Context: an optimization exercise on an open-source flow, tuned for small area and a short achievable clock period. The choices shown serve that exercise and are no tape-out recipe. At most, simulation tests tie the RTL to the original design; equivalence was not proved. Power and IR drop assume default switching activity.

## old
## fairq_top
module fairq_top (
   input  logic                   clk,
   input  logic                   reset,
   input  logic                   in_wr,
   input  fairq_pkg::ctrl_t       in_ctrl,
   input  fairq_pkg::data_word_t  in_data,
   input  logic                   rd_dst_addr,
   input  fairq_pkg::queue_idx_t  dst_oq,
   input  fairq_pkg::sram_addr_t  dst_oq_high_addr,
   input  fairq_pkg::sram_addr_t  dst_oq_low_addr,
   output logic                   out_wr,
   output fairq_pkg::ctrl_t       out_ctrl,
   output fairq_pkg::data_word_t  out_data
);
Size: about 2400 cells after synthesis, ~540 flip-flops, about 190 I/O pins, about 27000 sq um of cells after synthesis.
export LEC_CHECK = 0
export CAP_MARGIN = 20
export CORE_MARGIN = 2
export CORE_UTILIZATION = 40
export SETUP_SLACK_MARGIN = 4
export SLEW_MARGIN = 20
create_clock -name core_clock -period 8.5 [get_ports {clk}]
run.sh (not shown) runs the stock make flow with config.mk's settings and CLKGATE_MAP_FILE= SYNTH_SCRIPT=/design/flow/synth_recipe.tcl, a recipe that flattens the netlist after the stock synthesis.
## Diff of input files: new against old
Settings: a change of SETUP_SLACK_MARGIN from 4 to 2.
==> run summary <==
Diff new..old | well-tap cell count | unchanged. old → new: shortest clock period the worst path allows after layout saw an increase, ratio of final minimum period to clock period saw an increase, smallest setup slack after layout saw a decrease.
Function was not checked in any run of this note: the RTL went through the layout flow alone.

========
== violet ==
Another version of the RTL of fairq_top (not shown whole).
For scale: about 2300 cells after synthesis, about 30000 sq um of cells after synthesis.
==> flow/config.mk <==
export PLATFORM = sky130hd
export DESIGN_NAME = fairq_top
export DESIGN_NICKNAME = fairq_top
export VERILOG_FILES = /design/flow/design.v
export SDC_FILE = /design/flow/constraint.sdc
export NUM_CORES = 4
export LEC_CHECK = 0
export CAP_MARGIN = 20
export CORE_MARGIN = 2
export CORE_UTILIZATION = 40
export CTS_CLUSTER_DIAMETER = 180
export CTS_CLUSTER_SIZE = 26
export SLEW_MARGIN = 20
export TNS_END_PERCENT = 0
==> flow/constraint.sdc <==
create_clock -name core_clock -period 8.5 [get_ports {clk}]
set_input_delay 1.7000 -clock core_clock [delete_from_list [all_inputs] [get_ports {clk}]]
set_output_delay 1.7000 -clock core_clock [all_outputs]
set_load 0.01 [all_outputs]
standard.sh (not shown) runs the stock make flow with config.mk's settings and CLKGATE_MAP_FILE= SYNTH_SCRIPT=/design/flow/synth_recipe.tcl, a recipe that flattens the netlist after the stock synthesis.
==> flow/flow/run.sh <==
#!/bin/bash
# The standard layout (standard.sh, unchanged synthesis and steps) with two
# knobs the flow settings cannot reach: port buffers are buf_1 cells instead
# of the default delay cells, and timing repair aims for a larger setup slack.
# make's output goes to flow.log here; each ORFS step keeps its own log under
# orfs/logs/.
set -euo pipefail
export BUFFER_PORTS_ARGS="-buffer_cell sky130_fd_sc_hd__buf_1"
export SETUP_SLACK_MARGIN=5
bash standard.sh > flow.log 2>&1
### violet -> quartz
Settings: CORE_UTILIZATION changed from 40 to 55; PLACE_DENSITY newly set to 0.8.
--- a/flow/flow/run.sh
+++ b/flow/flow/run.sh
@@ -7,4 +7,4 @@
 set -euo pipefail
 export BUFFER_PORTS_ARGS="-buffer_cell sky130_fd_sc_hd__buf_1"
-export SETUP_SLACK_MARGIN=5
+export SETUP_SLACK_MARGIN=6.0
 bash standard.sh > flow.log 2>&1
Notes after the runs:
Between violet and quartz, the utilization is higher for quartz.
| switching portion of total power | lower: violet |
Looking at capturing element of the worst setup path, the g_lane[5].u_lane.flow_diff[13] result is from violet; the u_rewriter.ck_carry_r[12] one comes from quartz.
Status: power density of the placed cells parity (quartz, violet)
### quartz -> raven
Settings: CORE_UTILIZATION now 40, was 55; PLACE_DENSITY now 0.45, was 0.8.
Notes after the runs:
Compared to quartz, the routing of raven uses more wire. Diff raven..quartz | worst hold slack | negligible. Summary of raven over quartz: sequential group share of total power about even; die outline area rose about 37%; final instance area rose 740 sq um.

========
Setup of P:
fairq_top, a different RTL version from the one above (not shown whole).
Size in the first run: about 2200 cells after synthesis, about 680 flip-flops, ~190 I/O pins, roughly 29000 um2 of cells after synthesis.
export LEC_CHECK = 0
export CAP_MARGIN = 20
export CORE_MARGIN = 2
export CORE_UTILIZATION = 40
export SLEW_MARGIN = 20
create_clock -name core_clock -period 8.5 [get_ports {clk}]
==> flow/flow/run.sh <==
#!/bin/bash
# The standard layout (standard.sh, unchanged synthesis and steps) with two
# knobs the flow settings cannot reach: port buffers are buf_2 cells instead
# of the default delay cells, and timing repair aims for a larger setup slack.
# make's output goes to flow.log here; each ORFS step keeps its own log under
# orfs/logs/.
set -euo pipefail
export BUFFER_PORTS_ARGS="-buffer_cell sky130_fd_sc_hd__buf_2"
export SETUP_SLACK_MARGIN=7
bash standard.sh > flow.log 2>&1
P did not stop at any stage, and its layout met the timing, DRC and antenna checks.
Here is what was changed in the inputs of Q compared with P.
# P
export LEC_CHECK = 0
export CAP_MARGIN = 20
export CORE_MARGIN = 2
export CORE_UTILIZATION = 40
export SLEW_MARGIN = 20
create_clock -name core_clock -period 8.5 [get_ports {clk}]
# Q
export LEC_CHECK = 0
export CAP_MARGIN = 20
export CORE_MARGIN = 2
export CORE_UTILIZATION = 40
export CTS_CLUSTER_DIAMETER = 150
export CTS_CLUSTER_SIZE = 20
export SLEW_MARGIN = 20
create_clock -name core_clock -period 8.5 [get_ports {clk}]
--- a/flow/flow/run.sh
+++ b/flow/flow/run.sh
@@ -8,3 +8,3 @@
 export BUFFER_PORTS_ARGS="-buffer_cell sky130_fd_sc_hd__buf_2"
-export SETUP_SLACK_MARGIN=7
+export SETUP_SLACK_MARGIN=5
 bash standard.sh > flow.log 2>&1
### Flow results
Q closes out successfully: all stages finished, all timing, DRC and antenna checks passed. Looking at highest layer used for signal routing, the met4 result is from Q; the met5 one comes from P. Compared with P, in Q via count now smaller, critical-path maximum fanout now larger, part of the total power dissipated in sequential elements now larger. When Q is measured against P, its number of buffers other than clock buffers in the final layout turns out 478 lower. Achievable frequency for Q: about 3% down relative to P. P → Q: initial antenna violation count now sits lower, cell area now sits lower, post-layout minimum cycle time now sits higher, number of gates resized after cts now sits lower.
### Q -> R
# Q
export LEC_CHECK = 0
export CAP_MARGIN = 20
export CORE_MARGIN = 2
export CORE_UTILIZATION = 40
export CTS_CLUSTER_DIAMETER = 150
export CTS_CLUSTER_SIZE = 20
export SLEW_MARGIN = 20
create_clock -name core_clock -period 8.5 [get_ports {clk}]
# R
export LEC_CHECK = 0
export CAP_MARGIN = 20
export CORE_MARGIN = 2
export CORE_UTILIZATION = 40
export SLEW_MARGIN = 20
create_clock -name core_clock -period 8.5 [get_ports {clk}]
--- a/flow/flow/run.sh
+++ b/flow/flow/run.sh
@@ -8,3 +8,3 @@
 export BUFFER_PORTS_ARGS="-buffer_cell sky130_fd_sc_hd__buf_2"
-export SETUP_SLACK_MARGIN=5
+export SETUP_SLACK_MARGIN=6
 bash standard.sh > flow.log 2>&1
- Cell-internal power ended up 28% higher on R than on Q.
- Q and R ended up with nearly the same register-to-register slack.
- Summary of R over Q: worst hold slack after final layout increased by 0.014 ns relative to the old numbers, post-CTS setup buffer count increased by 440% relative to the old numbers, clock insertion delay at the later pin of the skew report increased by 0.02 ns relative to the old numbers.
- Compared with Q, number of clock buffers in the layout in R increased by more than a quarter.
- Diff Q and R: placed standard-cell area higher in R
- Lower combinational cell fraction of total power among Q and R: Q
- Reported for Q and R, count of flip-flops with a built-in enable after synthesis turned out identical to the last digit.
- Layout-stage area growth over the synthesis result was lower in the run labelled Q.
- Looking at share of power burned in the clock network, R sits above Q.
--- input diff R..S ---
# R
export LEC_CHECK = 0
export CAP_MARGIN = 20
export CORE_MARGIN = 2
export CORE_UTILIZATION = 40
export SLEW_MARGIN = 20
create_clock -name core_clock -period 8.5 [get_ports {clk}]
# S
export LEC_CHECK = 0
export CAP_MARGIN = 20
export CORE_MARGIN = 2
export CORE_UTILIZATION = 40
export SETUP_SLACK_MARGIN = 3
export SLEW_MARGIN = 20
create_clock -name core_clock -period 8.5 [get_ports {clk}]
==> flow/run.sh (new file) <==
#!/bin/bash
# synth_recipe.tcl (not shown) runs the flow's synth.tcl, then flattens the netlist and writes it again
# the make line also repeats each setting of config.mk as NAME=value (left out here)
make -C /OpenROAD-flow-scripts/flow DESIGN_CONFIG=/design/flow/config.mk WORK_HOME=/design/flow/orfs CLKGATE_MAP_FILE= SYNTH_SCRIPT=/design/flow/synth_recipe.tcl finish
removed: flow/flow/run.sh
removed: flow/standard.sh
==> run summary <==
Relative to R, multi-input gate area in the final layout has decreased by 27% in S. Internal power component: S < R. Power delta for S relative to R: 10% lower.
Input-level comparison between T and S:
# S
export LEC_CHECK = 0
export CAP_MARGIN = 20
export CORE_MARGIN = 2
export CORE_UTILIZATION = 40
export SETUP_SLACK_MARGIN = 3
export SLEW_MARGIN = 20
create_clock -name core_clock -period 8.5 [get_ports {clk}]
# T
export LEC_CHECK = 0
export CAP_MARGIN = 20
export CORE_MARGIN = 2
export CORE_UTILIZATION = 40
export CTS_BUF_LIST = sky130_fd_sc_hd__clkbuf_4 sky130_fd_sc_hd__clkbuf_8
export CTS_CLUSTER_SIZE = 24
export SETUP_SLACK_MARGIN = 5
export SLEW_MARGIN = 20
create_clock -name core_clock -period 8.5 [get_ports {clk}]
[summary]
- T vs. S: global-route usage up 0.55 points; pre-CTS setup slack up 0.19 ns.
- Buffer count from post-CTS setup fixing up 25 in T wrt S
- Setup slack in T is larger than in S.
- Category of the most critical setup path: primary input to flop -> T, flop to flop -> S
- Result: PASS for each of T and S
- T ended with more final cell count than S.
- Diff T..S | total instance count after detailed placement | negligible
No run of this note included a check of the RTL's function; only the layout flow was run.

========
## pepper
fairq_top, a different RTL version from the one above (not shown whole).
Size: roughly 2500 cells after synthesis, roughly 190 I/O pins.
Design fairq_top, start of the top module:
module fairq_top (
   input  logic                   clk,
   input  logic                   reset,
   input  logic                   in_wr,
   input  fairq_pkg::ctrl_t       in_ctrl,
   input  fairq_pkg::data_word_t  in_data,
   input  logic                   rd_dst_addr,
   input  fairq_pkg::queue_idx_t  dst_oq,
   input  fairq_pkg::sram_addr_t  dst_oq_high_addr,
   input  fairq_pkg::sram_addr_t  dst_oq_low_addr,
   output logic                   out_wr,
   output fairq_pkg::ctrl_t       out_ctrl,
   output fairq_pkg::data_word_t  out_data
);
make LEC_CHECK=0 CAP_MARGIN=20 CORE_MARGIN=2 CORE_UTILIZATION=40 SETUP_SLACK_MARGIN=5 SLEW_MARGIN=20 finish   # period 8.5 ns
run.sh (not shown) runs the stock make flow with config.mk's settings and CLKGATE_MAP_FILE= SYNTH_SCRIPT=/design/flow/synth_recipe.tcl, a recipe that flattens the netlist after the stock synthesis.
Stock flow here: none of the scripts above is used.
Input-level comparison between garnet and pepper:
--- a/flow/config.mk
+++ b/flow/config.mk
@@ -10,3 +10,3 @@
 export CORE_UTILIZATION = 40
-export SETUP_SLACK_MARGIN = 5
+export SETUP_SLACK_MARGIN = 3.5
 export SLEW_MARGIN = 20
==> run summary <==
Taking garnet over pepper, the wire length on met1 ratio works out to 0.928.
garnet: via count 6.7% below pepper
garnet: PASS, flow complete, no timing, DRC or antenna violations
Compared with pepper, garnet shows total wirelength of the detailed-routed design that has gone down by more than 10%.
In garnet, the wire length on met3 came out 23% below the value in pepper.
In the tables for pepper and garnet, number of clock buffers inserted by TritonCTS reads higher with pepper.
In the reports for pepper and garnet, the larger cell count belongs to pepper.
Looking at fraction of area in multi-input gates, garnet sits 0.85 points below pepper.
Looking at insertion delay to the later sink of the worst-skew pair across pepper and garnet, the one that comes out lower is garnet.
When garnet is measured against pepper, its global-route usage turns out 2.4 points lower.
No functional check of the RTL was part of any run of this note.

[port drivers added, routing unchanged]
Ports are ideal in the flow. The routed layouts listed here were re-timed in OpenROAD. Step 1 sets driving cells, clkbuf_16 on the clock port and buf_2 on the other inputs (assumed; they add their load-dependent delay and slew). Step 2 moves the port delays by t, midway between the first and last clock arrival at a register: inputs arrive t later, outputs are due t later. That takes back most of the time a late clock gives input paths. a / b / c = no drivers / after step 1 / after step 2; a / b = the first two.
run | t, ns | setup slack, ns | hold slack, ns
old | 0.714 | 2.792 / 2.792 / 2.250 | 0.511 / 0.511 / 0.511
new | 0.695 | 2.343 / 2.343 / 2.004 | 0.524 / 0.524 / 0.524
violet | 0.693 | 4.999 / 4.999 / 4.464 | 0.483 / 0.483 / 0.483
quartz | 0.698 | 5.358 / 5.354 / 4.662 | 0.487 / 0.487 / 0.487
raven | 0.693 | 5.356 / 5.374 / 4.687 | 0.487 / 0.487 / 0.487
P | 0.690 | 5.086 / 5.084 / 4.394 | 0.486 / 0.486 / 0.486
Q | 0.649 | 4.983 / 4.963 / 4.315 | 0.470 / 0.470 / 0.470
R | 0.676 | 5.067 / 5.067 / 4.428 | 0.484 / 0.484 / 0.484
S | 0.683 | 3.939 / 3.939 / 3.546 | 0.464 / 0.464 / 0.464
T | 0.790 | 4.996 / 5.027 / 4.237 | 0.466 / 0.466 / 0.466
pepper | 0.694 | 1.381 / 1.381 / 1.381 | 0.493 / 0.493 / 0.493
garnet | 0.693 | 1.391 / 1.391 / 1.391 | 0.493 / 0.493 / 0.493
After both steps setup and hold are still met in every run listed. The setup slack of T, which loses most, moves by +0.031 ns with the drivers and by -0.759 ns with both steps.
